Source: an optimization exercise on an open RTL-to-GDS flow (aim: small area, a short achievable clock period and few clock cycles). Production flows keep margins and buffers that such runs may drop. The RTL was checked by simulation tests, not by an equivalence proof against the original design.

`flow/run.sh`:
```
#!/bin/bash
# synth_recipe.tcl (not shown) runs the flow's synth.tcl, then flattens the netlist and writes it again
# the make line also repeats each setting of config.mk as NAME=value (left out here)
make -C /OpenROAD-flow-scripts/flow DESIGN_CONFIG=/design/flow/config.mk WORK_HOME=/design/flow/orfs CLKGATE_MAP_FILE= SYNTH_SCRIPT=/design/flow/synth_recipe.tcl finish
```
`flow/config.mk`:
```
export PLATFORM = sky130hd
export DESIGN_NAME = id_range_scanner
export DESIGN_NICKNAME = id_range_scanner
export VERILOG_FILES = /design/flow/design.v
export SDC_FILE = /design/flow/constraint.sdc
export NUM_CORES = 4
export LEC_CHECK = 0
export ABC_AREA = 1
export CAP_MARGIN = 20
export CORE_MARGIN = 2
export CORE_UTILIZATION = 45
export SETUP_SLACK_MARGIN = 0.1
export SLEW_MARGIN = 20
```
`flow/constraint.sdc`:
```
create_clock -name core_clock -period 4.2 [get_ports {clk}]
set_input_delay 0.8400 -clock core_clock [delete_from_list [all_inputs] [get_ports {clk}]]
set_output_delay 0.8400 -clock core_clock [all_outputs]
set_load 0.01 [all_outputs]
```
`flow/design.v`:
```
`default_nettype none
package id_range_pkg;
    function automatic logic [64:0] add_sk(input logic [63:0] a, input logic [63:0] b,
                                           input logic cin);
        logic [63:0] g, p, gg, pp;
        g = a & b;
        p = a ^ b;
        gg = g;
        pp = p;
        gg[0] = g[0] | (p[0] & cin);
        for (int d = 1; d < 64; d = d * 2) begin
            for (int i = 0; i < 64; i++) begin
                if (((i / d) % 2) == 1) begin
                    gg[i] = gg[i] | (pp[i] & gg[(i / d) * d - 1]);
                    pp[i] = pp[i] & pp[(i / d) * d - 1];
                end
            end
        end
        add_sk = {gg[63], p ^ {gg[62:0], cin}};
    endfunction
    function automatic logic [64:0] add_bk(input logic [63:0] a, input logic [63:0] b,
                                           input logic cin);
        logic [63:0] g, p, gg, pp;
        g = a & b;
        p = a ^ b;
        gg = g;
        pp = p;
        gg[0] = g[0] | (p[0] & cin);
        for (int d = 1; d < 64; d = d * 2) begin
            for (int i = 2 * d - 1; i < 64; i += 2 * d) begin
                gg[i] = gg[i] | (pp[i] & gg[i - d]);
                pp[i] = pp[i] & pp[i - d];
            end
        end
        for (int d = 16; d >= 1; d = d / 2) begin
            for (int i = 3 * d - 1; i < 64; i += 2 * d) begin
                gg[i] = gg[i] | (pp[i] & gg[i - d]);
                pp[i] = pp[i] & pp[i - d];
            end
        end
        add_bk = {gg[63], p ^ {gg[62:0], cin}};
    endfunction
    function automatic logic [127:0] csa(input logic [63:0] a, input logic [63:0] b,
                                         input logic [63:0] c);
        csa = {(a & b) | (a & c) | (b & c), a ^ b ^ c};
    endfunction
endpackage
`default_nettype wire
`timescale 1ns/1ps
`default_nettype none
module irs_side #(
    parameter bit STRICT = 1'b1    
) (
    input  logic        clk,
    input  logic        load,
    input  logic [39:0] x_in,
    input  logic        conv,
    input  logic        scan,
    input  logic        scan_first,
    output logic [3:0]  ndig,
    output logic [3:0]  ndig_now,
    output logic        fin_next,
    output logic [19:0] slot0,
    output logic [13:0] slot1,
    output logic [6:0]  slot2,
    output logic [6:1]  f,
    output logic        conv_last,    
    output logic        load_none     
);
    localparam int K  = 6;     
    localparam int PL = 10;    
    logic [29:0] x;       
    logic [2:0]  cleft;   
    logic [51:0] bcd;
    logic [2:0]  c;       
    logic [12:0] pa;      
    logic [12:0] ph;      
    logic [3:0]  dh;      
    logic [23:0] dl;      
    logic [3:0]  k;
    assign dl = x[23:0];
    assign k  = {c, 1'b0};
    logic [6:1]  dec;
    logic [6:1]  lt;
    logic        top2;    
    function automatic logic [3:0] add3(input logic [3:0] i);
        logic ge5;
        ge5  = i[3] | (i[2] & (i[1] | i[0]));
        add3 = {ge5, ge5 ? {i[3] & i[0], (i[3] & ~i[0]) | (i[1] & i[0]),
                            (i[3] & ~i[0]) | (i[2] & i[1] & ~i[0])}
                         : i[2:0]};
    endfunction
    function automatic logic [51:0] dabble(input logic [51:0] b_in, input logic [K-1:0] bits);
        logic [51:0] b;
        b = b_in;
        for (int s = K - 1; s >= 0; s--) begin
            for (int i = 0; i < 13; i++) begin
                if (i <= ((s == 0) ? 11 : (s <= 3) ? 10 : 9)) b[4*i +: 4] = add3(b[4*i +: 4]);
            end
            b = {b[50:0], bits[s]};
        end
        dabble = b;
    endfunction
    function automatic logic [15:0] first_bcd(input logic [PL-1:0] bits);
        logic [15:0] b;
        b = '0;
        for (int s = PL - 1; s >= 0; s--) begin
            for (int i = 0; i < 4; i++) begin
                b[4*i +: 4] = add3(b[4*i +: 4]);
            end
            b = {b[14:0], bits[s]};
        end
        first_bcd = b;
    endfunction
    function automatic logic [2:0] p_of(input logic [3:0] dg, input int j);
        logic [2:0] r;
        r = 3'd0;
        case (j)
            0: case (dg)
                   4'd2, 4'd3, 4'd5, 4'd7, 4'd11: r = 3'd1;
                   4'd4:  r = 3'd2;
                   4'd6:  r = 3'd3;
                   4'd8:  r = 3'd4;
                   4'd9:  r = 3'd3;
                   4'd10: r = 3'd5;
                   4'd12: r = 3'd6;
                   default: r = 3'd0;
               endcase
            1: case (dg)
                   4'd6, 4'd10: r = 3'd2;
                   4'd12: r = 3'd4;
                   default: r = 3'd0;
               endcase
            default: case (dg)
                   4'd6, 4'd10: r = 3'd1;
                   4'd12: r = 3'd2;
                   default: r = 3'd0;
               endcase
        endcase
        p_of = r;
    endfunction
    function automatic logic [3:0] pick(input logic [51:0] b, input logic [12:0] sel);
        logic [3:0] r;
        r = 4'd0;
        for (int i = 0; i < 13; i++) begin
            r = r | (b[4*i +: 4] & {4{sel[i]}});
        end
        pick = r;
    endfunction
    logic [12:0] lead;
    logic [3:0]  ndig_c;
    always_comb begin
        logic seen;
        seen   = 1'b0;
        ndig_c = 4'd0;
        for (int i = 12; i >= 0; i--) begin
            lead[i] = !seen && (bcd[4*i +: 4] != 4'd0);
            if (lead[i]) ndig_c = 4'(i + 1);
            seen = seen | lead[i];
        end
    end
    logic [12:0] pa_c;
    logic [3:0]  da, db;
    logic        va, vb;
    logic [6:1]  dec_n;
    logic [6:1]  lt_n;
    logic [19:0] vnew;
    logic [2:0]  p0, p1, p2;
    assign pa_c = scan_first ? lead : pa;
    assign da   = pick(bcd, pa_c);
    assign db   = pick(bcd, {1'b0, pa_c[12:1]});
    assign ndig_now = ndig_c;
    logic [2:0]  lz;
    logic [39:0] xs;
    always_comb begin
        logic z;
        z  = 1'b1;
        lz = 3'd0;
        for (int g = 0; g < 5; g++) begin
            z = z && (x_in[39-6*g -: 6] == 6'd0);
            if (z) lz = 3'(g + 1);
        end
        case (lz)
            3'd0:    xs = x_in;
            3'd1:    xs = {x_in[33:0], 6'd0};
            3'd2:    xs = {x_in[27:0], 12'd0};
            3'd3:    xs = {x_in[21:0], 18'd0};
            3'd4:    xs = {x_in[15:0], 24'd0};
            default: xs = {x_in[9:0], 30'd0};
        endcase
    end
    assign load_none = (lz == 3'd5);
    assign conv_last = (cleft <= 3'd1);
    assign va   = (pa_c != 13'd0);
    assign vb   = (pa_c[12:1] != 12'd0);
    assign p0   = p_of(ndig, 0);
    assign p1   = p_of(ndig, 1);
    assign p2   = p_of(ndig, 2);
    assign fin_next = scan_first ? (pa_c[12:1] == 12'd0) : (pa_c[12:2] == 11'd0);
    always_comb begin
        logic mx;
        mx = !scan_first && (c == 3'd1) && top2 && (dl[3:0] != dl[7:4]);
        for (int p = 1; p <= 6; p++) begin
            logic [3:0] ua, ub;
            logic       ma, mb;
            ua = dl[4*(p-1) +: 4];
            ub = (p == 1) ? da : dl[4*(p-2) +: 4];
            ma = va && !scan_first && (k >= 4'(p)) && (da != ua);
            mb = vb && !scan_first && (k + 4'd1 >= 4'(p)) && (db != ub);
            if (p == 1) begin
                dec_n[p] = dec[p] | mx | ma | mb;
                lt_n[p]  = dec[p] ? lt[p] : mx ? (dl[3:0] < dl[7:4]) : (ma ? (da < ua) : (db < ub));
            end else begin
                dec_n[p] = dec[p] | ma | mb;
                lt_n[p]  = dec[p] ? lt[p] : (ma ? (da < ua) : (db < ub));
            end
            f[p]     = dec[p] ? lt[p] : ~STRICT;
        end
    end
    always_comb begin
        logic [127:0] cs;
        logic [64:0]  r;
        cs   = id_range_pkg::csa(64'({slot0[16:0], 3'b000}), 64'({slot0[18:0], 1'b0}), 64'(dh));
        r    = id_range_pkg::add_bk(64'(cs[19:0]), 64'({cs[82:64], 1'b0}), 1'b0);
        vnew = r[19:0];
    end
    always_ff @(posedge clk) begin
        if (load) begin
            pa  <= '0;
            dec <= '0;
        end else begin
            pa  <= {2'b00, pa_c[12:2]};
            dec <= dec_n;
        end
        ph <= scan_first ? {2'b00, lead[12:2]} : {1'b0, ph[12:1]};
        if (scan_first) top2 <= vb;
        dh <= scan_first ? db : pick(bcd, ph);
        lt <= lt_n;
    end
    always_ff @(posedge clk) begin
        if (load) begin
            x <= xs[29:0];
        end else if (conv && (cleft != 3'd0)) begin
            x <= {x[23:0], 6'd0};
        end else begin
            x <= {6'd0, dl[15:0], da, db};
        end
    end
    always_ff @(posedge clk) begin
        if (load) begin
            bcd   <= {36'd0, first_bcd(xs[39:30])};
            cleft <= 3'd5 - lz;
            c     <= 3'd0;
            slot0 <= '0;
        end else if (conv && (cleft != 3'd0)) begin
            bcd   <= dabble(bcd, x[29:24]);
            cleft <= cleft - 3'd1;
        end else if (scan) begin
            if (scan_first) ndig <= ndig_c;
            c   <= c + 3'd1;
            if (scan_first) begin
                slot0 <= 20'(da);
                slot2 <= 7'(da);
            end else begin
                if (4'(c) < 4'(p0)) slot0 <= vnew;
                if (4'(c) + 4'd1 == 4'(p1)) slot1 <= vnew[13:0];
                if (4'(c) + 4'd1 == 4'(p2)) slot2 <= vnew[6:0];
            end
        end
    end
endmodule
module id_range_scanner (
    input  logic               clk,
    input  logic               reset,
    input  logic               start,
    input  logic [79:0]        range_in,
    output logic               busy,
    output logic               done,
    output logic [63:0]        sum,
    output logic [39:0]        invalid_count
);
    localparam int SW = 59;
    localparam int CW = 20;
    localparam int HW = 43;
    typedef enum logic [2:0] {
        S_IDLE, S_CONV, S_SCAN, S_TERM, S_HORN, S_MULT
    } st_t;
    st_t           state;
    logic          accept;
    logic          empty;
    logic          cl_h, cl_l, ln_h, ln_l;
    logic          first;
    logic          second;
    logic [SW-1:0] acc_sum;
    logic [CW-1:0] acc_cnt;
    assign sum           = {{(64 - SW){1'b0}}, acc_sum};
    assign invalid_count = {{(40 - CW){1'b0}}, acc_cnt};
    logic [3:0]  dh, dl, dh_now, dl_now;
    logic        fin_h, fin_l;
    logic [19:0] h0, l0;
    logic [13:0] h1, l1;
    logic [6:0]  h2, l2;
    logic [6:1]  fh, fl;
    assign accept = (state == S_IDLE) && start;
    always_comb begin
        logic [39:0] nlo;
        logic [64:0] r;
        nlo   = ~range_in[79:40];
        r     = id_range_pkg::add_bk(64'(range_in[39:0]), 64'(nlo), 1'b1);
        empty = !r[40];
    end
    irs_side #(.STRICT(1'b1)) u_hi (
        .clk(clk), .load(accept), .x_in(range_in[39:0]),
        .conv(state == S_CONV), .scan(state == S_SCAN), .scan_first(first),
        .ndig(dh), .ndig_now(dh_now), .fin_next(fin_h), .slot0(h0), .slot1(h1), .slot2(h2), .f(fh),
        .conv_last(cl_h), .load_none(ln_h)
    );
    irs_side #(.STRICT(1'b0)) u_lo (
        .clk(clk), .load(accept), .x_in(range_in[79:40]),
        .conv(state == S_CONV), .scan(state == S_SCAN), .scan_first(first),
        .ndig(dl), .ndig_now(dl_now), .fin_next(fin_l), .slot0(l0), .slot1(l1), .slot2(l2), .f(fl),
        .conv_last(cl_l), .load_none(ln_l)
    );
    function automatic logic [1:0] nterms(input logic [3:0] dg);
        case (dg)
            4'd2, 4'd3, 4'd4, 4'd5, 4'd7, 4'd8, 4'd9, 4'd11: nterms = 2'd1;
            4'd6, 4'd10, 4'd12: nterms = 2'd3;
            default: nterms = 2'd0;
        endcase
    endfunction
    function automatic logic [2:0] p_of(input logic [3:0] dg, input logic [1:0] j);
        logic [2:0] r;
        r = 3'd0;
        case (j)
            2'd0: case (dg)
                   4'd2, 4'd3, 4'd5, 4'd7, 4'd11: r = 3'd1;
                   4'd4:  r = 3'd2;
                   4'd6:  r = 3'd3;
                   4'd8:  r = 3'd4;
                   4'd9:  r = 3'd3;
                   4'd10: r = 3'd5;
                   4'd12: r = 3'd6;
                   default: r = 3'd0;
               endcase
            2'd1: case (dg)
                   4'd6, 4'd10: r = 3'd2;
                   4'd12: r = 3'd4;
                   default: r = 3'd0;
               endcase
            default: case (dg)
                   4'd6, 4'd10: r = 3'd1;
                   4'd12: r = 3'd2;
                   default: r = 3'd0;
               endcase
        endcase
        p_of = r;
    endfunction
    function automatic logic [19:0] pw10m1(input logic [2:0] p);
        case (p)
            3'd1: pw10m1 = 20'd9;
            3'd2: pw10m1 = 20'd99;
            3'd3: pw10m1 = 20'd999;
            3'd4: pw10m1 = 20'd9999;
            3'd5: pw10m1 = 20'd99999;
            3'd6: pw10m1 = 20'd999999;
            default: pw10m1 = 20'd0;
        endcase
    endfunction
    function automatic logic rdig(input logic [3:0] i, input logic [2:0] p);
        case (p)
            3'd1:    rdig = 1'b1;
            3'd2:    rdig = !i[0];
            3'd3:    rdig = (i == 4'd0) || (i == 4'd3) || (i == 4'd6) || (i == 4'd9);
            3'd4:    rdig = (i == 4'd0) || (i == 4'd4) || (i == 4'd8);
            3'd5:    rdig = (i == 4'd0) || (i == 4'd5) || (i == 4'd10);
            3'd6:    rdig = (i == 4'd0) || (i == 4'd6);
            default: rdig = 1'b0;
        endcase
    endfunction
    logic [3:0]  td;       
    logic [1:0]  tj;       
    logic [3:0]  dlast;    
    logic        more;     
    logic [2:0]  p_c;
    logic [19:0] bh_c, bl_c;
    logic        fh_c, fl_c;
    logic [3:0]  nx_d;
    logic [1:0]  nx_j;
    logic        nx_more;
    logic [2:0]  it_p;       
    logic        it_eh;      
    logic        it_el;      
    logic        it_neg;     
    logic [3:0]  it_dmp;     
    assign p_c = it_p;
    always_comb begin
        logic [19:0] sh, sl;
        logic        ffh, ffl;
        case (tj)
            2'd0:    begin sh = h0;      sl = l0;      end
            2'd1:    begin sh = 20'(h1); sl = 20'(l1); end
            default: begin sh = 20'(h2); sl = 20'(l2); end
        endcase
        ffh = 1'b0;
        ffl = 1'b0;
        for (int q = 1; q <= 6; q++) begin
            if (p_c == 3'(q)) begin
                ffh = fh[q];
                ffl = fl[q];
            end
        end
        bh_c = it_eh ? sh : pw10m1(p_c);
        bl_c = it_el ? sl : pw10m1(p_c - 3'd1);
        fh_c = it_eh && ffh;
        fl_c = it_el && ffl;
    end
    logic        zero_c;
    logic [20:0] nsv_c, ncv_c;
    logic [21:0] ssv_c, scv_c;
    always_comb begin
        logic [127:0] cs;
        logic [20:0]  nbl;
        logic [1:0]   kn;
        logic [21:0]  ks;
        logic [19:0]  x1, y1, x2, y2;
        logic         eq0, p1, m1;
        x1     = bh_c;
        y1     = ~bl_c;
        x2     = bl_c;
        y2     = ~bh_c;
        eq0    = (bh_c == bl_c);
        p1     = ((x1 ^ y1) == {(x1[18:0] | y1[18:0]), 1'b0});
        m1     = ((x2 ^ y2) == {(x2[18:0] | y2[18:0]), 1'b0});
        zero_c = (fh_c == fl_c) ? eq0 : fh_c ? p1 : m1;
        nbl    = ~{1'b0, bl_c};
        kn     = 2'd1 - 2'(fh_c) + 2'(fl_c);
        cs     = id_range_pkg::csa(64'(bh_c), 64'(nbl), 64'(kn));
        nsv_c  = cs[20:0];
        ncv_c  = {cs[83:64], 1'b0};
        ks     = it_neg ? 22'd1 + 22'(fh_c) + 22'(fl_c) : 22'd1 - 22'(fh_c) - 22'(fl_c);
        cs     = id_range_pkg::csa(64'({2'b00, bh_c} ^ {22{it_neg}}), 64'({2'b00, bl_c} ^ {22{it_neg}}),
                                   64'(ks));
        ssv_c  = cs[21:0];
        scv_c  = {cs[84:64], 1'b0};
    end
    always_comb begin
        if (2'(tj + 2'd1) < nterms(td)) begin
            nx_d = td;
            nx_j = tj + 2'd1;
        end else begin
            nx_d = td + 4'd1;
            nx_j = 2'd0;
        end
        nx_more = (nx_d <= dlast);
    end
    logic          pend;     
    logic [20:0]   nsv_r, ncv_r;
    logic [21:0]   ssv_r, scv_r;
    logic [2:0]    p_r;
    logic          neg_r;
    logic [3:0]    dmp_r;    
    logic [20:0] n;
    logic [21:0] s;      
    always_comb begin
        logic [64:0]  rn, rs;
        rn  = id_range_pkg::add_bk(64'(nsv_r), 64'(ncv_r), 1'b0);
        rs  = id_range_pkg::add_sk(64'(ssv_r), 64'(scv_r), 1'b0);
        n   = rn[20:0];
        s   = rs[21:0];
    end
    logic [SW-1:0] y;
    logic [21:0]   s_r;      
    logic [19:0]   n_r;
    logic [CW-1:0] cadd;     
    logic          cnt_due;  
    logic [3:0]    hq;       
    logic [2:0]    tp;
    logic [21:0]   sadd;     
    logic          neg;
    logic mult_last, free, take, pick, fin_now;
    logic [HW-1:0] horner;
    logic [CW-1:0] cnt_next;
    logic [SW-1:0] sum_next;
    always_comb begin
        logic [64:0]  r;
        logic [127:0] cs;
        cs       = id_range_pkg::csa(64'({y[HW-4:0], 3'd0}), 64'({y[HW-2:0], 1'b0}),
                                     64'(HW'(signed'(sadd))));
        r        = id_range_pkg::add_sk(64'(cs[HW-1:0]), 64'({cs[64+HW-2:64], 1'b0}), 1'b0);
        horner   = r[HW-1:0];
        r        = id_range_pkg::add_bk(64'(acc_cnt), 64'(cadd), neg);
        cnt_next = r[CW-1:0];
        r        = id_range_pkg::add_sk(64'(acc_sum), 64'(y), 1'b0);
        sum_next = r[SW-1:0];
    end
    assign mult_last = (state == S_MULT) && (n_r[19:1] == 19'd0);
    assign free      = (state == S_TERM) || mult_last;
    assign take      = pend && free;
    assign pick      = ((state == S_TERM) || (state == S_HORN) || (state == S_MULT))
                       && (!pend || take) && more;
    assign fin_now   = free && !pend && (!more || (zero_c && !nx_more));
    always_ff @(posedge clk or posedge reset) begin
        if (reset) begin
            state <= S_IDLE;
            busy  <= 1'b0;
            done  <= 1'b0;
        end else begin
            done <= 1'b0;
            case (state)
                S_IDLE: begin
                    if (start) begin
                        busy  <= 1'b1;
                        state <= empty ? S_TERM : (ln_h && ln_l) ? S_SCAN : S_CONV;
                    end
                end
                S_CONV: begin
                    if (cl_h && cl_l) state <= S_SCAN;
                end
                S_SCAN: begin
                    if (fin_h && fin_l) state <= S_TERM;
                end
                S_HORN: begin
                    if (hq == 4'd0) state <= S_MULT;
                end
                S_TERM, S_MULT: begin
                    if (fin_now) begin
                        state <= S_IDLE;
                        busy  <= 1'b0;
                        done  <= 1'b1;
                    end else if (free) begin
                        state <= take ? S_HORN : S_TERM;
                    end
                end
                default: state <= S_IDLE;
            endcase
        end
    end
    always_ff @(posedge clk) begin
        second <= first;
        first <= ((state == S_IDLE) && start && !empty && ln_h && ln_l)
                 || ((state == S_CONV) && cl_h && cl_l);
        y <= {y[SW-2:0], 1'b0};
        case (state)
            S_IDLE: begin
                if (start) begin
                    acc_sum <= '0;
                    acc_cnt <= '0;
                    more    <= 1'b0;
                    pend    <= 1'b0;
                end
            end
            S_HORN: begin
                y  <= SW'(signed'(horner));
                sadd <= rdig(hq - 4'd1, tp) ? s_r : 22'd0;
                hq <= hq - 4'd1;
                if (cnt_due) begin
                    acc_cnt <= cnt_next;
                    cnt_due <= 1'b0;
                end
            end
            S_MULT: begin
                if (n_r[0]) acc_sum <= sum_next;
                if (!mult_last) begin
                    n_r <= {1'b0, n_r[19:1]};
                end
            end
            default: ;
        endcase
        if (take) begin
            cnt_due <= 1'b1;
            neg     <= neg_r;
            tp      <= p_r;
            hq      <= dmp_r - 4'd1;
            cadd    <= n[CW-1:0] ^ {CW{neg_r}};
            if (n[0]) begin
                n_r  <= n[19:0];
                s_r  <= {s[21], s[21:1]};
                sadd <= rdig(dmp_r - 4'd1, p_r) ? {s[21], s[21:1]} : 22'd0;
                y    <= SW'(signed'({s[21], s[21:1]}));
            end else begin
                n_r  <= n[20:1];
                s_r  <= s;
                sadd <= rdig(dmp_r - 4'd1, p_r) ? s : 22'd0;
                y    <= SW'(signed'(s));
            end
        end
        if (pick) begin
            pend  <= !zero_c;
            nsv_r <= nsv_c;
            ncv_r <= ncv_c;
            ssv_r <= ssv_c;
            scv_r <= scv_c;
            p_r    <= p_c;
            neg_r  <= it_neg;
            dmp_r  <= it_dmp;
            td     <= nx_d;
            tj     <= nx_j;
            more   <= nx_more;
            it_p   <= p_of(nx_d, nx_j);
            it_eh  <= (nx_d == dh);
            it_el  <= (nx_d == dl);
            it_neg <= (nx_j == 2'd2);
            it_dmp <= nx_d - 4'(p_of(nx_d, nx_j));
        end else if (take) begin
            pend  <= 1'b0;
        end
        if (state == S_SCAN && second) begin
            logic [3:0] d0;
            d0     = (dl < 4'd2) ? 4'd2 : dl;
            td     <= d0;
            tj     <= 2'd0;
            it_p   <= p_of(d0, 2'd0);
            it_eh  <= (d0 == dh);
            it_el  <= (d0 == dl);
            it_neg <= 1'b0;
            it_dmp <= d0 - 4'(p_of(d0, 2'd0));
            dlast  <= (dh > 4'd12) ? 4'd12 : dh;
            more   <= (((dl < 4'd2) ? 4'd2 : dl) <= ((dh > 4'd12) ? 4'd12 : dh));
            pend   <= 1'b0;
        end
    end
endmodule
`default_nettype wire
```
==> impl_metrics.tcl, run 1 <==
set metrics [dict create \
    cts-root-buf "clkbuf_16" \
    dieWidth_um 353 \
    finalCriticalPeriod_ns 4.03 \
    finalSetupViolCount 0 \
    tightest_slew_ns 1.04 \
    yosys_most_used_dff "edfxtp_1" \
    port-buffer-count 163 \
    fillers 11176 \
    clk_path_buf_depth 3 \
    grt_pass1_vias 49816 \
    critPathLaunchType "flip-flop" \
    netlist_area_um2 54800 \
    gr-total-overflow 0 \
    postCtsHoldBufs 0 \
    hold_class "input port to async pin" \
    grt_max_degree 93 \
    slowest_delay_ns 0.60 \
    drv_cap 0 \
    post-place-ws_ns -0.415 \
    finalWeightedCongestion 0.958 \
    synth_xor_xnor_area_share_pct 3.30 \
    relSlewSlack_pct 30.5 \
    slew_violations 0 \
    ios 189 \
    async_reset_ff_share_pct 0.717 \
    vias 51961 \
    crit_path_end_kind "flip-flop" \
    synth-simple-area-share_pct 20.6 \
    ys_top_cells_by_count "nand2_1 (1,389), inv_1 (1,082), nor2_1 (654), o21ai_0 (503), a21oi_1 (460)" \
    slowest_stage "fa_1" \
    synth_area_leaders "edfxtp_1 (21%), dfxtp_1 (12%), ha_1 (10%), nand2_1 (9.5%), inv_1 (7.4%)" \
    synth.most_common_cell "nand2_1" \
    core_area_um2 120000 \
    grt_use_total_pct 25.6 \
    fin_worst_skew_ns 0.0330 \
    area_delta_synth_final_pct 22.9 \
    drt_iter0_markers 3772 \
    ys_seq_elements 697 \
    ys_seq_area_share_pct 32.4 \
    path_max_fanout 8 \
    synth_compound_area_share_pct 19.5 \
    synth_top_area_share_pct 20.6 \
    timing.final.crit_share_pct 96.0 \
    required_ns 4.79 \
    dieArea_um2 125000 \
    grt_first_pass_wirelength_mm 262 \
    synth_area_leader_cell "edfxtp_1" \
    synth-edff-count 376 \
    antenna_found_initial 3 \
    synth.avg_cell_area_um2 7.58 \
    drc 0 \
    worst_slack_ns 0.169 \
    vias_per_cell 5.40 \
    diodes 0 \
    outcome "timing/DRC/antenna clean" \
    hpwl_mm 127 \
    hold_violations 0 \
    clk_latency_ns 0.68 \
    post_drt_wl_per_cell_um 17.2 \
    use_met1_pct 34.2 \
    ys_warn_count 3 \
    clock.fmax_mhz 248 \
    core.rowCount 127 \
    synth_cell_types 76 \
    grtUsageMet2_pct 43.0 \
    initial_utilization_pct 45.5 \
    synthAdderAreaFrac_pct 14.5 \
    cts_tree "yes" \
    arrival_ns 4.62 \
    die_h_um 353 \
    drt-pass1-iter-count 6 \
    drive_gt1_share_pct 17.7 \
    busiest_layer "met2" \
    fin_hold_ws_ns 0.427 \
    synthCells 7225 \
    h-tree-depth 3 \
    cts_sinks 697 \
    clk_pin_slew_ns 0.06 \
    path_class "flip-flop to flip-flop" \
    synth_top_family_by_area "simple AND/OR/NAND/NOR gates" \
    totalWireLength_mm 166 \
    cts_buffers 82 \
    ant_nets 0 \
    muxShareOfSynthArea_pct 0.0548 \
    rsz0062_at_grt "true" \
    nets 8590 \
    cp_common_cell "nand2_2" \
    met3_usage_pct 3.24 \
]
-- final timing paths --
path	start	endpoint	slack (ns)	cells past startpoint
setup / recovery	y[2]	y[53]	0.17	28
hold / removal	reset	done	0.43	2
setup reg to reg	y[2]	y[53]	0.17	28
hold reg to reg	it_dmp[3]	dmp_r[3]	0.43	0
max in group asynchronous	reset	state[0]	3.50	2
min in group core_clock	it_dmp[3]	dmp_r[3]	0.43	0
-- final cells by class --
class                      count  area (um^2)  area share [%]
timing repair buffer         800         6670            9.91
clock buffer                 120         2330            3.46
sequential                   697        17800            26.4
inverter                    1176         4440            6.60
clock inverter                32          345           0.513
tap                         1612         2020            3.00
multi-input combinational   5185        33700            50.1
-- stage by stage --
stage               area, um^2  util (%)  setup TNS (ns)  instances
floorplan                54900         -               0       7249
global placement         62000      51.5           -7.19       9381
detailed placement       62000      51.5          -10.64       9381
CTS                      65100      54.1               0       9551
global route             67300      55.9          -0.907       9622
finish                   67300      55.9               0       9622
-- critical path, delay by kind of cell (launching register included) --
family / cells / cell delay [ns]
AND/OR/NAND/NOR: 15 / 1.14
AO/OA/AOI/OAI: 7 / 0.97
adder cells (fa/ha/maj): 2 / 0.83
buffers and inverters: 3 / 0.48
flip-flops: 1 / 0.35
XOR/XNOR: 1 / 0.19
-- flip-flops by register name, indices dropped and copies added (netlist names), 21 cells and up, named ones only --
register / flops
u_hi.bcd: 52
s_r: 22
ssv_r: 22
sadd: 22
u_hi.x: 30
u_lo.x: 30
u_lo.bcd: 52
scv_r: 21
acc_sum: 59
y: 59
-- routing by layer --
| layer | part of all wire [%] | wire, um |
|---|---|---|
| met2 | 46 | 77100 |
| met3 | 5.6 | 9220 |
| met4 | 3.0 | 5040 |
| met1 | 45 | 74500 |
| met5 | 0.012 | 20 |
-- cell families (layout without fill, tap and decap cells) --
logic type	after synthesis	count (layout)
xor+xnor	204	204
fa+ha+maj	565	565
simple gates	2645	2646
mux	3	3
flops	697	697
compound gates	1742	1742
other cells	1	25
buf+inv	1368	2128
-- cells in the final DEF (no fill, tap or decap), types with 25 or more instances in the layout --
cell,instances
o221ai_1,54
a21oi_1,426
nor2_1,613
clkbuf_1,27
nor2_2,37
o22ai_1,115
fa_1,115
nand2_2,88
xnor2_1,48
conb_1,25
o21ai_1,115
a21oi_2,50
a31oi_1,79
o21ai_2,62
o21ai_0,465
nand3_1,263
clkbuf_16,87
nand3_2,55
edfxtp_1,376
nand4_1,74
o211ai_1,59
nand2_1,1330
clkdlybuf4s50_1,163
xor2_1,146
inv_1,1050
buf_4,612
nor2_4,32
nor3_1,50
dfxtp_1,310
inv_2,109
o2111ai_1,33
ha_1,424
a221oi_1,33
-- what timing repair did --
item | 4_1_cts | 5_1_grt
setup buffers | 18 | 66
gates resized for setup | 88 | 383
cloned | 0 | 4
pin swaps | 22 | 144
setup endpoints to repair | 58 | 153
Testbench counts, summed over its fixed seeds: cycles 3,711.
==> run 2, diff against run 1 <==
--- a/flow/design.v
+++ b/flow/design.v
@@ -422,19 +422,10 @@
         logic [20:0]  nbl;
         logic [1:0]   kn;
         logic [21:0]  ks;
-        logic [19:0]  x1, y1, x2, y2;
-        logic         eq0, p1, m1;
-        x1     = bh_c;
-        y1     = ~bl_c;
-        x2     = bl_c;
-        y2     = ~bh_c;
-        eq0    = (bh_c == bl_c);
-        p1     = ((x1 ^ y1) == {(x1[18:0] | y1[18:0]), 1'b0});
-        m1     = ((x2 ^ y2) == {(x2[18:0] | y2[18:0]), 1'b0});
-        zero_c = (fh_c == fl_c) ? eq0 : fh_c ? p1 : m1;
         nbl    = ~{1'b0, bl_c};
         kn     = 2'd1 - 2'(fh_c) + 2'(fl_c);
         cs     = id_range_pkg::csa(64'(bh_c), 64'(nbl), 64'(kn));
+        zero_c = ((cs[20:0] ^ {cs[83:64], 1'b0}) == ({cs[19:0], 1'b0} | {cs[82:64], 2'b00}));
         nsv_c  = cs[20:0];
         ncv_c  = {cs[83:64], 1'b0};
         ks     = it_neg ? 22'd1 + 22'(fh_c) + 22'(fl_c) : 22'd1 - 22'(fh_c) - 22'(fl_c);
@@ -498,7 +489,7 @@
     assign take      = pend && free;
     assign pick      = ((state == S_TERM) || (state == S_HORN) || (state == S_MULT))
                        && (!pend || take) && more;
-    assign fin_now   = free && !pend && (!more || (zero_c && !nx_more));
+    assign fin_now   = free && !pend && !more;
     always_ff @(posedge clk or posedge reset) begin
         if (reset) begin
             state <= S_IDLE;
==> run 2 against run 1 <==
  * Worst setup slack got worse by 0.029 ns
  * Highest routed layer is now met4
  * Final area fell by 2.7%
  * Critical path depth is 10 lower
  * Via count shrank 1.0%
  * Still clean
  * Cell count down 0.55%
  * Utilization shrank 1.5 points
  * Sequential share of layout area grew 0.74 points
  * Non-clock buffer count is 144 lower
  * Critical endpoint is now pend
==> impl_metrics.tcl, run 2 <==
set metrics [dict create \
    layout_common_cells "nand2_1 (1,467), inv_1 (1,114), nor2_1 (618)" \
    clock.fmax_mhz 246 \
    finalSetupViolCount 0 \
    slowest_delay_ns 0.53 \
    port-buffer-count 163 \
    nets 8533 \
    cts_tree "yes" \
    fin_worst_skew_ns 0.0257 \
    relSlewSlack_pct 31.6 \
    grt_pass1_vias 49101 \
    grt_use_total_pct 25.5 \
    grt_first_pass_wirelength_mm 260 \
    post_drt_wl_per_cell_um 17.1 \
    path_class "flip-flop to flip-flop" \
    initial_utilization_pct 45.5 \
    drt-pass1-iter-count 8 \
    synth.avg_cell_area_um2 7.48 \
    ys_top_cells_by_count "nand2_1 (1,518), inv_1 (1,131), nor2_1 (672), o21ai_0 (490), a21oi_1 (464)" \
    slowest_stage "edfxtp_1" \
    tightest_slew_ns 1.02 \
    largestRegisters "acc_sum (59), y (59)" \
    diodes 0 \
    gr-total-overflow 0 \
    die_h_um 353 \
    critPathBufInv 5 \
    rsz0062_at_grt "true" \
    crit_path_end_kind "flip-flop" \
    hold_violations 0 \
    fin_hold_ws_ns 0.420 \
    synth.most_common_cell "nand2_1" \
    rr_startpoint "it_p[1]" \
    slew_violations 0 \
    clk_pin_slew_ns 0.06 \
    multi_input_area_um2 32900 \
    core.rowCount 127 \
    fillers 11493 \
    netlist_area_um2 54700 \
    ys_seq_elements 697 \
    cts_buffers 83 \
    synth_top_area_share_pct 20.6 \
    critPathLaunchType "flip-flop" \
    cp-startpoint "it_p[1]" \
    h-tree-depth 3 \
    synthCells 7315 \
    synth_cell_types 79 \
    core_area_um2 120000 \
    drc 0 \
    setup-tns-final_ns 0 \
    dieWidth_um 353 \
    drive_gt1_share_pct 14.0 \
    antenna_found_initial 1 \
    synth_area_leaders "edfxtp_1 (21%), dfxtp_1 (12%), nand2_1 (10%), ha_1 (10%), inv_1 (7.8%)" \
    vias_per_cell 5.37 \
    ys_seq_area_share_pct 32.4 \
    async_reset_ff_share_pct 0.717 \
    required_ns 4.74 \
    cts-root-buf "clkbuf_16" \
    clk_latency_ns 0.66 \
    hold_class "flip-flop to flip-flop" \
    crit_chain "inv_2 -> nand2_2 -> nor2_2 -> o21a_1 -> o32ai_2 -> a21oi_2 -> o41ai_2 -> a2111oi_2 -> buf_4 -> inv_1 -> ha_1 -> fa_2 -> inv_1 -> a2111oi_4 -> nand4_1 -> o31ai_2 -> buf_4 -> a21oi_1" \
    drt_iter0_markers 3438 \
    synth_area_leader_cell "edfxtp_1" \
    timing.final.crit_share_pct 96.7 \
    ios 189 \
    grt_max_degree 94 \
    path_delay_family "compound AO/OA/AOI/OAI gates" \
    final_common_cell "nand2_1" \
    yosys_most_used_dff "edfxtp_1" \
    ant_nets 0 \
    postCtsHoldBufs 0 \
    seq_area_um2 17800 \
    worstHoldStart "it_dmp[1]" \
    finalCriticalPeriod_ns 4.06 \
    dieArea_um2 124000 \
    vias 51424 \
    outcome "timing/DRC/antenna clean" \
    arrival_ns 4.60 \
    drv_cap 0 \
    path_max_fanout 4 \
    ys_warn_count 3 \
    cts_sinks 697 \
    totalWireLength_mm 163 \
    clk_path_buf_depth 3 \
    hpwl_mm 128 \
    synth-edff-count 376 \
    area_delta_synth_final_pct 19.6 \
    finalWeightedCongestion 0.927 \
]
run 2: cell count changes in the layout (fill, tap and decap cells not counted), moves of 23 or more:
cell / previous run / this run
buf_4: 612 / 472
inv_1: 1050 / 1114
inv_2: 109 / 64
nand2_1: 1330 / 1467
nand3_1: 263 / 299
nand3_2: 55 / 32
nand4_1: 74 / 97
nor2_2: 37 / 60
run 2: final timing paths:
path,end,slack [ns],cells past startpoint
max in group asynchronous,state[0],3.43,2
worst min register to register,dmp_r[1],0.42,0
worst max register to register,pend,0.14,18
worst max-delay path,pend,0.14,18
min in group asynchronous,state[2],0.48,2
worst min-delay path,dmp_r[1],0.42,0
run 2: timing repair:
action	CTS	global route
endpoints found under the setup margin	36	122
setup buffers	5	47
hold endpoints to repair	0	0
resized for setup	45	263
gates cloned	0	2
pin swaps	3	88
run 2: cell type report:
cell class                      count  area share, %
Clock buffer                      120           3.67
Timing Repair Buffer              656           8.47
Clock inverter                     36          0.518
Multi-Input combinational cell   5261           50.3
Inverter                         1187           6.83
Tap cell                         1612           3.08
Sequential cell                   697           27.1
run 2: logic make-up after synthesis:
group	share of synthesized area, %
fa+ha+maj	14.5
simple gates	21.7
compound gates	18.5
xor+xnor	3.07
flops	32.4
buf+inv	9.72
other cells	0.00685
mux	0.0549
run 2: per-layer routing:
metal	share of wire, %	up-vias	track usage, %
met4	3.0	0	7.88
met1	45	24033	34.0
met3	4.9	292	2.56
met5	0	-	0
li1	-	25764	-
met2	47	1335	43.4
run 2: per-stage QoR:
| step | area, um^2 | std cells | util [%] | setup WS [ns] |
|---|---|---|---|---|
| final | 65400 | 9569 | 54.4 | 0.141 |
| after global routing | 65400 | 9569 | 54.4 | -0.00656 |
| after CTS | 64100 | 9520 | 53.3 | 0.0197 |
| after detailed placement | 61100 | 9359 | 50.8 | -0.326 |
| after global placement | 61100 | 9359 | 50.8 | -0.287 |
| after floorplan | 54800 | 7339 | - | 0.232 |
run 2: worst reg2reg max path: cells and delay by family (launching register included):
| kind | cells | cell delay, ns |
|---|---|---|
| buf+inv | 5 | 0.63 |
| fa+ha+maj | 2 | 0.84 |
| compound gates | 8 | 1.61 |
| flops | 1 | 0.53 |
| simple gates | 3 | 0.35 |
Testbench counts of run 2, summed over its fixed seeds: cycles 3,826.
==> run 3, diff against run 2 <==
--- a/flow/design.v
+++ b/flow/design.v
@@ -82,7 +82,6 @@
     assign k  = {c, 1'b0};
     logic [6:1]  dec;
     logic [6:1]  lt;
-    logic        top2;    
     function automatic logic [3:0] add3(input logic [3:0] i);
         logic ge5;
         ge5  = i[3] | (i[2] & (i[1] | i[0]));
@@ -196,24 +195,17 @@
     assign p0   = p_of(ndig, 0);
     assign p1   = p_of(ndig, 1);
     assign p2   = p_of(ndig, 2);
-    assign fin_next = scan_first ? (pa_c[12:1] == 12'd0) : (pa_c[12:2] == 11'd0);
+    assign fin_next = (pa_c[12:2] == 11'd0);
     always_comb begin
-        logic mx;
-        mx = !scan_first && (c == 3'd1) && top2 && (dl[3:0] != dl[7:4]);
         for (int p = 1; p <= 6; p++) begin
             logic [3:0] ua, ub;
             logic       ma, mb;
             ua = dl[4*(p-1) +: 4];
             ub = (p == 1) ? da : dl[4*(p-2) +: 4];
-            ma = va && !scan_first && (k >= 4'(p)) && (da != ua);
-            mb = vb && !scan_first && (k + 4'd1 >= 4'(p)) && (db != ub);
-            if (p == 1) begin
-                dec_n[p] = dec[p] | mx | ma | mb;
-                lt_n[p]  = dec[p] ? lt[p] : mx ? (dl[3:0] < dl[7:4]) : (ma ? (da < ua) : (db < ub));
-            end else begin
-                dec_n[p] = dec[p] | ma | mb;
-                lt_n[p]  = dec[p] ? lt[p] : (ma ? (da < ua) : (db < ub));
-            end
+            ma = va && (k >= 4'(p)) && (da != ua);
+            mb = vb && (k + 4'd1 >= 4'(p)) && (db != ub);
+            dec_n[p] = dec[p] | ma | mb;
+            lt_n[p]  = dec[p] ? lt[p] : (ma ? (da < ua) : (db < ub));
             f[p]     = dec[p] ? lt[p] : ~STRICT;
         end
     end
@@ -233,7 +225,6 @@
             dec <= dec_n;
         end
         ph <= scan_first ? {2'b00, lead[12:2]} : {1'b0, ph[12:1]};
-        if (scan_first) top2 <= vb;
         dh <= scan_first ? db : pick(bcd, ph);
         lt <= lt_n;
     end
@@ -283,14 +274,13 @@
     localparam int CW = 20;
     localparam int HW = 43;
     typedef enum logic [2:0] {
-        S_IDLE, S_CONV, S_SCAN, S_TERM, S_HORN, S_MULT
+        S_IDLE, S_CONV, S_SCAN, S_FILL, S_TERM, S_HORN, S_MULT
     } st_t;
     st_t           state;
     logic          accept;
     logic          empty;
     logic          cl_h, cl_l, ln_h, ln_l;
     logic          first;
-    logic          second;
     logic [SW-1:0] acc_sum;
     logic [CW-1:0] acc_cnt;
     assign sum           = {{(64 - SW){1'b0}}, acc_sum};
@@ -302,13 +292,6 @@
     logic [6:0]  h2, l2;
     logic [6:1]  fh, fl;
     assign accept = (state == S_IDLE) && start;
-    always_comb begin
-        logic [39:0] nlo;
-        logic [64:0] r;
-        nlo   = ~range_in[79:40];
-        r     = id_range_pkg::add_bk(64'(range_in[39:0]), 64'(nlo), 1'b1);
-        empty = !r[40];
-    end
     irs_side #(.STRICT(1'b1)) u_hi (
         .clk(clk), .load(accept), .x_in(range_in[39:0]),
         .conv(state == S_CONV), .scan(state == S_SCAN), .scan_first(first),
@@ -387,12 +370,7 @@
     logic [3:0]  nx_d;
     logic [1:0]  nx_j;
     logic        nx_more;
-    logic [2:0]  it_p;       
-    logic        it_eh;      
-    logic        it_el;      
-    logic        it_neg;     
-    logic [3:0]  it_dmp;     
-    assign p_c = it_p;
+    assign p_c = p_of(td, tj);
     always_comb begin
         logic [19:0] sh, sl;
         logic        ffh, ffl;
@@ -409,30 +387,10 @@
                 ffl = fl[q];
             end
         end
-        bh_c = it_eh ? sh : pw10m1(p_c);
-        bl_c = it_el ? sl : pw10m1(p_c - 3'd1);
-        fh_c = it_eh && ffh;
-        fl_c = it_el && ffl;
-    end
-    logic        zero_c;
-    logic [20:0] nsv_c, ncv_c;
-    logic [21:0] ssv_c, scv_c;
-    always_comb begin
-        logic [127:0] cs;
-        logic [20:0]  nbl;
-        logic [1:0]   kn;
-        logic [21:0]  ks;
-        nbl    = ~{1'b0, bl_c};
-        kn     = 2'd1 - 2'(fh_c) + 2'(fl_c);
-        cs     = id_range_pkg::csa(64'(bh_c), 64'(nbl), 64'(kn));
-        zero_c = ((cs[20:0] ^ {cs[83:64], 1'b0}) == ({cs[19:0], 1'b0} | {cs[82:64], 2'b00}));
-        nsv_c  = cs[20:0];
-        ncv_c  = {cs[83:64], 1'b0};
-        ks     = it_neg ? 22'd1 + 22'(fh_c) + 22'(fl_c) : 22'd1 - 22'(fh_c) - 22'(fl_c);
-        cs     = id_range_pkg::csa(64'({2'b00, bh_c} ^ {22{it_neg}}), 64'({2'b00, bl_c} ^ {22{it_neg}}),
-                                   64'(ks));
-        ssv_c  = cs[21:0];
-        scv_c  = {cs[84:64], 1'b0};
+        bh_c = (td == dh) ? sh : pw10m1(p_c);
+        bl_c = (td == dl) ? sl : pw10m1(p_c - 3'd1);
+        fh_c = (td == dh) && ffh;
+        fl_c = (td == dl) && ffl;
     end
     always_comb begin
         if (2'(tj + 2'd1) < nterms(td)) begin
@@ -445,17 +403,29 @@
         nx_more = (nx_d <= dlast);
     end
     logic          pend;     
-    logic [20:0]   nsv_r, ncv_r;
-    logic [21:0]   ssv_r, scv_r;
+    logic [19:0]   bh_r, bl_r;
+    logic          fh_r, fl_r;
     logic [2:0]    p_r;
     logic          neg_r;
     logic [3:0]    dmp_r;    
     logic [20:0] n;
     logic [21:0] s;      
+    logic        nz;
     always_comb begin
         logic [64:0]  rn, rs;
-        rn  = id_range_pkg::add_bk(64'(nsv_r), 64'(ncv_r), 1'b0);
-        rs  = id_range_pkg::add_sk(64'(ssv_r), 64'(scv_r), 1'b0);
+        logic [127:0] cs;
+        logic [20:0]  nbl;
+        logic [1:0]   kn;
+        logic [21:0]  ks;
+        nbl = ~{1'b0, bl_r};
+        kn  = 2'd1 - 2'(fh_r) + 2'(fl_r);
+        cs  = id_range_pkg::csa(64'(bh_r), 64'(nbl), 64'(kn));
+        rn  = id_range_pkg::add_bk(64'(cs[20:0]), 64'({cs[83:64], 1'b0}), 1'b0);
+        nz  = ((cs[20:0] ^ {cs[83:64], 1'b0}) != ({cs[19:0], 1'b0} | {cs[82:64], 2'b00}));
+        ks  = neg_r ? 22'd1 + 22'(fh_r) + 22'(fl_r) : 22'd1 - 22'(fh_r) - 22'(fl_r);
+        cs  = id_range_pkg::csa(64'({2'b00, bh_r} ^ {22{neg_r}}), 64'({2'b00, bl_r} ^ {22{neg_r}}),
+                                64'(ks));
+        rs  = id_range_pkg::add_sk(64'(cs[21:0]), 64'({cs[84:64], 1'b0}), 1'b0);
         n   = rn[20:0];
         s   = rs[21:0];
     end
@@ -466,17 +436,23 @@
     logic          cnt_due;  
     logic [3:0]    hq;       
     logic [2:0]    tp;
-    logic [21:0]   sadd;     
+    logic          rbit;     
     logic          neg;
-    logic mult_last, free, take, pick, fin_now;
+    logic mult_last, take, fin_now;
+    logic [40:0]   hi_ge_lo;
     logic [HW-1:0] horner;
     logic [CW-1:0] cnt_next;
     logic [SW-1:0] sum_next;
     always_comb begin
         logic [64:0]  r;
         logic [127:0] cs;
+        logic [39:0]   nlo;
+        nlo      = ~range_in[79:40];
+        r        = id_range_pkg::add_bk(64'(range_in[39:0]), 64'(nlo), 1'b1);
+        hi_ge_lo = r[40:0];
+        empty    = !hi_ge_lo[40];
         cs       = id_range_pkg::csa(64'({y[HW-4:0], 3'd0}), 64'({y[HW-2:0], 1'b0}),
-                                     64'(HW'(signed'(sadd))));
+                                     rbit ? 64'(HW'(signed'(s_r))) : 64'd0);
         r        = id_range_pkg::add_sk(64'(cs[HW-1:0]), 64'({cs[64+HW-2:64], 1'b0}), 1'b0);
         horner   = r[HW-1:0];
         r        = id_range_pkg::add_bk(64'(acc_cnt), 64'(cadd), neg);
@@ -485,11 +461,8 @@
         sum_next = r[SW-1:0];
     end
     assign mult_last = (state == S_MULT) && (n_r[19:1] == 19'd0);
-    assign free      = (state == S_TERM) || mult_last;
-    assign take      = pend && free;
-    assign pick      = ((state == S_TERM) || (state == S_HORN) || (state == S_MULT))
-                       && (!pend || take) && more;
-    assign fin_now   = free && !pend && !more;
+    assign take      = pend && ((state == S_TERM) || mult_last);
+    assign fin_now   = ((state == S_TERM) || mult_last) && (!pend || (!nz && !more));
     always_ff @(posedge clk or posedge reset) begin
         if (reset) begin
             state <= S_IDLE;
@@ -508,7 +481,16 @@
                     if (cl_h && cl_l) state <= S_SCAN;
                 end
                 S_SCAN: begin
-                    if (fin_h && fin_l) state <= S_TERM;
+                    if (fin_h && fin_l) state <= S_FILL;
+                end
+                S_FILL: begin
+                    if (td > dlast) begin
+                        state <= S_IDLE;
+                        busy  <= 1'b0;
+                        done  <= 1'b1;
+                    end else begin
+                        state <= S_TERM;
+                    end
                 end
                 S_HORN: begin
                     if (hq == 4'd0) state <= S_MULT;
@@ -518,8 +500,8 @@
                         state <= S_IDLE;
                         busy  <= 1'b0;
                         done  <= 1'b1;
-                    end else if (free) begin
-                        state <= take ? S_HORN : S_TERM;
+                    end else if (take) begin
+                        state <= nz ? S_HORN : S_TERM;
                     end
                 end
                 default: state <= S_IDLE;
@@ -527,22 +509,20 @@
         end
     end
     always_ff @(posedge clk) begin
-        second <= first;
         first <= ((state == S_IDLE) && start && !empty && ln_h && ln_l)
                  || ((state == S_CONV) && cl_h && cl_l);
         y <= {y[SW-2:0], 1'b0};
         case (state)
             S_IDLE: begin
                 if (start) begin
+                    pend    <= 1'b0;
                     acc_sum <= '0;
                     acc_cnt <= '0;
-                    more    <= 1'b0;
-                    pend    <= 1'b0;
                 end
             end
             S_HORN: begin
                 y  <= SW'(signed'(horner));
-                sadd <= rdig(hq - 4'd1, tp) ? s_r : 22'd0;
+                rbit <= rdig(hq - 4'd1, tp);
                 hq <= hq - 4'd1;
                 if (cnt_due) begin
                     acc_cnt <= cnt_next;
@@ -562,52 +542,39 @@
             neg     <= neg_r;
             tp      <= p_r;
             hq      <= dmp_r - 4'd1;
+            rbit    <= rdig(dmp_r - 4'd1, p_r);
             cadd    <= n[CW-1:0] ^ {CW{neg_r}};
             if (n[0]) begin
                 n_r  <= n[19:0];
                 s_r  <= {s[21], s[21:1]};
-                sadd <= rdig(dmp_r - 4'd1, p_r) ? {s[21], s[21:1]} : 22'd0;
                 y    <= SW'(signed'({s[21], s[21:1]}));
             end else begin
                 n_r  <= n[20:1];
                 s_r  <= s;
-                sadd <= rdig(dmp_r - 4'd1, p_r) ? s : 22'd0;
                 y    <= SW'(signed'(s));
             end
         end
-        if (pick) begin
-            pend  <= !zero_c;
-            nsv_r <= nsv_c;
-            ncv_r <= ncv_c;
-            ssv_r <= ssv_c;
-            scv_r <= scv_c;
-            p_r    <= p_c;
-            neg_r  <= it_neg;
-            dmp_r  <= it_dmp;
-            td     <= nx_d;
-            tj     <= nx_j;
-            more   <= nx_more;
-            it_p   <= p_of(nx_d, nx_j);
-            it_eh  <= (nx_d == dh);
-            it_el  <= (nx_d == dl);
-            it_neg <= (nx_j == 2'd2);
-            it_dmp <= nx_d - 4'(p_of(nx_d, nx_j));
-        end else if (take) begin
-            pend  <= 1'b0;
-        end
-        if (state == S_SCAN && second) begin
-            logic [3:0] d0;
-            d0     = (dl < 4'd2) ? 4'd2 : dl;
-            td     <= d0;
-            tj     <= 2'd0;
-            it_p   <= p_of(d0, 2'd0);
-            it_eh  <= (d0 == dh);
-            it_el  <= (d0 == dl);
-            it_neg <= 1'b0;
-            it_dmp <= d0 - 4'(p_of(d0, 2'd0));
-            dlast  <= (dh > 4'd12) ? 4'd12 : dh;
-            more   <= (((dl < 4'd2) ? 4'd2 : dl) <= ((dh > 4'd12) ? 4'd12 : dh));
-            pend   <= 1'b0;
+        if (state == S_FILL || take) begin
+            if (state == S_FILL || more) begin
+                pend  <= 1'b1;
+                bh_r  <= bh_c;
+                bl_r  <= bl_c;
+                fh_r  <= fh_c;
+                fl_r  <= fl_c;
+                p_r   <= p_c;
+                neg_r <= (tj == 2'd2);
+                dmp_r <= td - 4'(p_c);
+                td    <= nx_d;
+                tj    <= nx_j;
+                more  <= nx_more;
+            end else begin
+                pend  <= 1'b0;
+            end
+        end
+        if (state == S_SCAN && first) begin
+            td    <= (dl_now < 4'd2) ? 4'd2 : dl_now;
+            tj    <= 2'd0;
+            dlast <= (dh_now > 4'd12) ? 4'd12 : dh_now;
         end
     end
 endmodule
--- a/flow/config.mk
+++ b/flow/config.mk
@@ -9,5 +9,5 @@
 export CAP_MARGIN = 20
 export CORE_MARGIN = 2
 export CORE_UTILIZATION = 45
-export SETUP_SLACK_MARGIN = 0.1
+export SETUP_SLACK_MARGIN = 0.2
 export SLEW_MARGIN = 20
==> run 3 against run 2 <==
  * The layout now fails its checks (setup timing)
  * Final area down 0.24%
  * Utilization rose by 2.5 points
  * Register-to-register slack worse by 0.18 ns
==> impl_metrics.tcl, run 3 <==
set metrics [dict create \
    vias_per_cell 5.42 \
    ys_seq_elements 631 \
    core_area_um2 115000 \
    nets 8445 \
    cts-root-buf "clkbuf_16" \
    required_ns 4.80 \
    grt_max_degree 132 \
    diodes 0 \
    dieArea_um2 119000 \
    hpwl_mm 119 \
    grt_use_total_pct 25.7 \
    drc 0 \
    drv_cap 0 \
    crit_path_end_kind "flip-flop" \
    largestRegisters "acc_sum (59), y (59)" \
    tightest_slew_ns 1.07 \
    yosys_most_used_dff "dfxtp_1" \
    post_drt_wl_per_cell_um 16.9 \
    ant_nets 0 \
    drt-pass1-iter-count 6 \
    vias 50860 \
    ios 189 \
    totalWireLength_mm 158 \
    port-buffer-count 163 \
    synth-edff-count 304 \
    path_class "flip-flop to flip-flop" \
    dieWidth_um 344 \
    h-tree-depth 3 \
    hold_class "flip-flop to flip-flop" \
    slowest_stage "fa_1" \
    finalCriticalPeriod_ns 4.24 \
    drive_gt1_share_pct 18.5 \
    setup-tns-final_ns -0.511 \
    cts_tree "yes" \
    worst_slack_ns -0.0436 \
    drt_iter0_markers 3405 \
    initial_utilization_pct 45.4 \
    synthCells 7106 \
    cts_sinks 631 \
    layout_common_cells "nand2_1 (1,354), inv_1 (1,065), nor2_1 (555)" \
    slew_violations 0 \
    outcome "finished with violations" \
    clk_pin_slew_ns 0.06 \
    clk_latency_ns 0.66 \
    violations "setup timing" \
    synth_area_leader_cell "edfxtp_1" \
    async_reset_ff_share_pct 0.792 \
    cp_common_cell "nand2_2" \
    core.rowCount 124 \
    critPathLaunchType "flip-flop" \
    synth_area_leaders "edfxtp_1 (18%), dfxtp_1 (12%), ha_1 (11%), nand2_1 (10%), inv_1 (7.9%)" \
    grt_pass1_vias 48395 \
    rsz0062_at_grt "true" \
    ys_top_cells_by_count "nand2_1 (1,434), inv_1 (1,097), nor2_1 (608), a21oi_1 (524), o21ai_0 (459)" \
    final_core_util_pct 56.9 \
    ys_warn_count 3 \
    synth.most_common_cell "nand2_1" \
    fillers 10560 \
    path_max_fanout 8 \
    area_delta_synth_final_pct 25.3 \
    gr-total-overflow 0 \
    synth_cell_types 85 \
    netlist_area_um2 52100 \
    relSlewSlack_pct 28.1 \
    arrival_ns 4.84 \
    grt_first_pass_wirelength_mm 249 \
    slowest_delay_ns 0.47 \
    postCtsHoldBufs 0 \
    synth_top_area_share_pct 17.5 \
    antenna_found_initial 2 \
    synth.avg_cell_area_um2 7.33 \
    hold_violations 0 \
    clk_path_buf_depth 3 \
    final_common_cell "nand2_1" \
    clock.fmax_mhz 236 \
    die_h_um 344 \
    cts_buffers 77 \
    fin_worst_skew_ns 0.0279 \
    timing.final.crit_share_pct 101 \
    ys_seq_area_share_pct 30.1 \
    finalWeightedCongestion 0.933 \
    fin_hold_ws_ns 0.454 \
    finalSetupViolCount 25 \
]
[run 3: cell types whose count changed after synthesis, moves of 20 or more]
cell and delta:
nand3_1 +20, nand2_1 -84, edfxtp_1 -72, a21oi_1 +60
nor2_1 -64, clkbuf_1 -24, o21ai_0 -31, inv_1 -34
[run 3: logic make-up after synthesis]
family	count (synthesis)	share of synthesized area, %
flops	631	30.1
mux	4	0.0792
buf+inv	1346	10.0
xor+xnor	194	3.26
simple gates	2701	22.2
fa+ha+maj	555	15.0
other cells	1	0.00720
compound gates	1674	19.3
[run 3: worst paths after layout]
kind	startpoint	endpoint	slack [ns]	depth (start not counted)
worst max-delay path	neg_r	y[54]	-0.04	29
worst min-delay path	u_hi.dh[0]	u_hi.slot1[0]	0.45	0
worst max register to register	neg_r	y[54]	-0.04	29
worst min register to register	u_hi.dh[0]	u_hi.slot1[0]	0.45	0
max in group asynchronous	reset	done	3.47	2
min in group asynchronous	reset	state[1]	0.55	2
[run 3: timing repair]
item,4_1_cts,5_1_grt
cloned,3,6
endpoints found under the hold margin,0,0
pin swaps,38,209
endpoints found under the setup margin,111,202
resized for setup,83,545
buffers inserted,54,91
[run 3: cell type report]
class / count / area (um^2) / share of cell area, %
inverters: 1163 / 4400 / 6.74
clock buffers: 101 / 2130 / 3.26
flip-flops and latches: 631 / 15700 / 24.1
repair buffers: 781 / 6850 / 10.5
multi-input cells: 5153 / 33900 / 52.0
well taps: 1512 / 1890 / 2.90
clock inverters: 40 / 383 / 0.586
[run 3: critical path: cells and delay by family, from the launching register on]
kind,cells,cell delay [ns]
flops,1,0.45
xor+xnor,1,0.18
fa+ha+maj,2,0.80
simple gates,18,1.59
buf+inv,4,0.70
compound gates,4,0.45
[run 3: stage by stage]
| stage | instance area [um^2] | cells | setup WS, ns |
|---|---|---|---|
| after detailed placement | 58700 | 9085 | -0.260 |
| after floorplan | 52300 | 7130 | -0.238 |
| after CTS | 61900 | 9283 | 0.0298 |
| after global routing | 65300 | 9381 | -0.281 |
| after global placement | 58700 | 9085 | -0.257 |
| final | 65300 | 9381 | -0.0436 |
[run 3: metal layers]
metal | GRT usage (%) | vias to the layer above | part of all wire, %
met5 | 0 | - | 0.016
met4 | 8.05 | 4 | 3.3
met3 | 3.08 | 324 | 4.7
met2 | 44.2 | 1297 | 48
met1 | 33.7 | 23937 | 44
li1 | - | 25298 | -
Testbench counts of run 3, summed over its fixed seeds: cycles 3,877.
==> run 4, diff against run 3 <==
--- a/flow/design.v
+++ b/flow/design.v
@@ -402,9 +402,29 @@
         end
         nx_more = (nx_d <= dlast);
     end
+    logic [20:0] nsv_c, ncv_c;
+    logic [21:0] ssv_c, scv_c;
+    always_comb begin
+        logic [127:0] cs;
+        logic [20:0]  nbl;
+        logic [1:0]   kn;
+        logic [21:0]  ks;
+        logic         ng;
+        ng     = (tj == 2'd2);
+        nbl    = ~{1'b0, bl_c};
+        kn     = 2'd1 - 2'(fh_c) + 2'(fl_c);
+        cs     = id_range_pkg::csa(64'(bh_c), 64'(nbl), 64'(kn));
+        nsv_c  = cs[20:0];
+        ncv_c  = {cs[83:64], 1'b0};
+        ks     = ng ? 22'd1 + 22'(fh_c) + 22'(fl_c) : 22'd1 - 22'(fh_c) - 22'(fl_c);
+        cs     = id_range_pkg::csa(64'({2'b00, bh_c} ^ {22{ng}}), 64'({2'b00, bl_c} ^ {22{ng}}),
+                                   64'(ks));
+        ssv_c  = cs[21:0];
+        scv_c  = {cs[84:64], 1'b0};
+    end
     logic          pend;     
-    logic [19:0]   bh_r, bl_r;
-    logic          fh_r, fl_r;
+    logic [20:0]   nsv_r, ncv_r;
+    logic [21:0]   ssv_r, scv_r;
     logic [2:0]    p_r;
     logic          neg_r;
     logic [3:0]    dmp_r;    
@@ -413,19 +433,9 @@
     logic        nz;
     always_comb begin
         logic [64:0]  rn, rs;
-        logic [127:0] cs;
-        logic [20:0]  nbl;
-        logic [1:0]   kn;
-        logic [21:0]  ks;
-        nbl = ~{1'b0, bl_r};
-        kn  = 2'd1 - 2'(fh_r) + 2'(fl_r);
-        cs  = id_range_pkg::csa(64'(bh_r), 64'(nbl), 64'(kn));
-        rn  = id_range_pkg::add_bk(64'(cs[20:0]), 64'({cs[83:64], 1'b0}), 1'b0);
-        nz  = ((cs[20:0] ^ {cs[83:64], 1'b0}) != ({cs[19:0], 1'b0} | {cs[82:64], 2'b00}));
-        ks  = neg_r ? 22'd1 + 22'(fh_r) + 22'(fl_r) : 22'd1 - 22'(fh_r) - 22'(fl_r);
-        cs  = id_range_pkg::csa(64'({2'b00, bh_r} ^ {22{neg_r}}), 64'({2'b00, bl_r} ^ {22{neg_r}}),
-                                64'(ks));
-        rs  = id_range_pkg::add_sk(64'(cs[21:0]), 64'({cs[84:64], 1'b0}), 1'b0);
+        rn  = id_range_pkg::add_bk(64'(nsv_r), 64'(ncv_r), 1'b0);
+        nz  = ((nsv_r ^ ncv_r) != ({nsv_r[19:0], 1'b0} | {ncv_r[19:0], 1'b0}));
+        rs  = id_range_pkg::add_sk(64'(ssv_r), 64'(scv_r), 1'b0);
         n   = rn[20:0];
         s   = rs[21:0];
     end
@@ -557,10 +567,10 @@
         if (state == S_FILL || take) begin
             if (state == S_FILL || more) begin
                 pend  <= 1'b1;
-                bh_r  <= bh_c;
-                bl_r  <= bl_c;
-                fh_r  <= fh_c;
-                fl_r  <= fl_c;
+                nsv_r <= nsv_c;
+                ncv_r <= ncv_c;
+                ssv_r <= ssv_c;
+                scv_r <= scv_c;
                 p_r   <= p_c;
                 neg_r <= (tj == 2'd2);
                 dmp_r <= td - 4'(p_c);
==> run 4 against run 3 <==
  * The run now finishes clean
  * Critical path type unchanged
  * Final area rose by 0.35%
  * Die area rose by 1.5%
  * Critical endpoint is now u_hi.lt[6]
==> impl_metrics.tcl, run 4 <==
set metrics [dict create \
    layout_common_cells "nand2_1 (1,318), inv_1 (1,071), nor2_1 (595)" \
    setup-tns-final_ns 0 \
    dieArea_um2 120000 \
    ys_seq_area_share_pct 32.0 \
    yosys_most_used_dff "edfxtp_1" \
    synth_top_area_share_pct 19.5 \
    relSlewSlack_pct 28.6 \
    ys_top_cells_by_count "nand2_1 (1,416), inv_1 (1,114), nor2_1 (640), o21ai_0 (477), a21oi_1 (456)" \
    fin_area_um2 65500 \
    outcome "timing/DRC/antenna clean" \
    clk_pin_slew_ns 0.06 \
    grt_first_pass_wirelength_mm 248 \
    dieWidth_um 347 \
    synthCells 7059 \
    worst_slack_ns 0.131 \
    antenna_found_initial 2 \
    vias_per_cell 5.37 \
    async_reset_ff_share_pct 0.745 \
    post_drt_wl_per_cell_um 16.9 \
    rr_worst_depth 26 \
    ant_nets 0 \
    cts_sinks 671 \
    area_delta_synth_final_pct 23.9 \
    cts-root-buf "clkbuf_16" \
    ys_warn_count 3 \
    slew_violations 0 \
    cts_buffers 81 \
    drc 0 \
    crit_path_end_kind "flip-flop" \
    grt_pass1_vias 47776 \
    die_h_um 347 \
    slowest_delay_ns 0.35 \
    clock.fmax_mhz 246 \
    post-place-ws_ns -0.293 \
    synth.avg_cell_area_um2 7.49 \
    hpwl_mm 120 \
    drt-pass1-iter-count 6 \
    fin_worst_skew_ns 0.0185 \
    core.rowCount 125 \
    cp_common_cell "nor2_4" \
    totalWireLength_mm 157 \
    cts_tree "yes" \
    port-buffer-count 163 \
    finalSetupViolCount 0 \
    initial_utilization_pct 45.4 \
    final_core_util_pct 56.3 \
    vias 50143 \
    timing.final.crit_share_pct 96.9 \
    gr-total-overflow 0 \
    grt_max_degree 94 \
    final_common_cell "nand2_1" \
    fin_hold_ws_ns 0.436 \
    synth_area_leader_cell "edfxtp_1" \
    netlist_area_um2 52900 \
    hold_class "input port to async pin" \
    nets 8383 \
    placedCellCount 9054 \
    finalCriticalPeriod_ns 4.07 \
    core_area_um2 116000 \
    tightest_slew_ns 1.07 \
    fin_cells 9336 \
    h-tree-depth 3 \
    path_class "flip-flop to flip-flop" \
    arrival_ns 4.55 \
]
[run 4: cell count changes in the layout (fill, tap and decap cells not counted), moves of 20 or more]
cell	previous run	this run
o21ai_1	92	72
nor2_1	555	595
nand3_2	84	33
o22ai_1	131	109
a21oi_1	475	417
nand2_1	1354	1318
buf_6	50	28
edfxtp_1	304	344
[run 4: metal layers]
metal	track usage, %	share of wire, %
met1	32.8	45
met2	43.6	48
met5	0	0.015
met3	3.04	4.5
met4	6.60	2.7
[run 4: worst paths after layout]
check	from	endpoint	slack, ns
setup / recovery	u_hi.bcd[51]	u_hi.lt[6]	0.13
hold / removal	reset	busy	0.44
setup reg to reg	u_hi.bcd[51]	u_hi.lt[6]	0.13
hold reg to reg	u_hi.dh[0]	u_hi.slot1[0]	0.44
max in group asynchronous	reset	state[1]	3.53
min in group core_clock	u_hi.dh[0]	u_hi.slot1[0]	0.44
[run 4: layout make-up]
| cell class | instances | area [um^2] |
|---|---|---|
| Clock buffer | 115 | 2310 |
| Fill cell | 10850 | 50800 |
| Timing Repair Buffer | 761 | 6530 |
| Tap cell | 1524 | 1910 |
| Sequential cell | 671 | 16900 |
| Multi-Input combinational cell | 5064 | 33100 |
| Clock inverter | 34 | 310 |
| Inverter | 1167 | 4420 |
[run 4: worst max-delay path, delay by kind of cell, from the launching register on]
family,cells,cell delay (ns)
AND/OR/NAND/NOR,13,1.74
AO/OA/AOI/OAI,7,0.93
buffers and inverters,5,0.58
flip-flops,1,0.35
adder cells (fa/ha/maj),1,0.25
[run 4: logic make-up (layout without fill, tap and decap cells)]
| family | count (synthesis) | count (layout) | synth area share [%] |
|---|---|---|---|
| AO/OA/AOI/OAI | 1652 | 1652 | 19.1 |
| XOR/XNOR | 205 | 205 | 3.47 |
| adder cells (fa/ha/maj) | 554 | 554 | 14.8 |
| buffers and inverters | 1348 | 2077 | 9.82 |
| flip-flops | 671 | 671 | 32.0 |
| multiplexers | 3 | 3 | 0.0592 |
| other | 1 | 25 | 0.00709 |
| AND/OR/NAND/NOR | 2625 | 2625 | 20.8 |
[run 4: repair_timing]
action	4_1_cts	5_1_grt
pin swaps	19	164
endpoints found under the setup margin	101	218
buffers inserted	19	110
gates resized for setup	76	496
cloned	2	1
Testbench counts of run 4, summed over its fixed seeds: cycles 3,877.

==> separate check: timing with driven ports <==
The flow's constraints put no driver on any port. The routed layouts listed below were extracted and timed again, unchanged, in two steps. Step 1, drivers: a clkbuf_16 drives clk and a buf_2 each remaining input, both assumed. Step 2 moves the port delays by t, midway between the first and last clock arrival at a register: inputs arrive t later, outputs are due t later. That takes back most of the time a late clock gives input paths. Three values: ideal ports, drivers, drivers and shift; two values: the first two.
run | shift t [ns] | setup WS [ns] | latest minus earliest clock arrival (ns) | slew at the worst register clock pin (ns) | pins driven straight from the clock port
run 1 | 0.741 | 0.169 / 0.169 / -0.306 | 0.034 / 0.034 | 0.07 / 0.07 | 1
run 2 | 0.716 | 0.141 / 0.141 / -0.367 | 0.027 / 0.027 | 0.07 / 0.07 | 1
run 3 | 0.716 | -0.044 / -0.044 / -0.271 | 0.029 / 0.029 | 0.06 / 0.06 | 1
run 4 | 0.718 | 0.131 / 0.131 / -0.349 | 0.018 / 0.019 | 0.06 / 0.06 | 1
With both steps, setup timing fails in run 1, run 2 and run 4, where it was met with ideal ports. For run 2, which loses most, drivers alone change the setup slack by 0.000 ns; drivers and shift together by -0.508 ns.
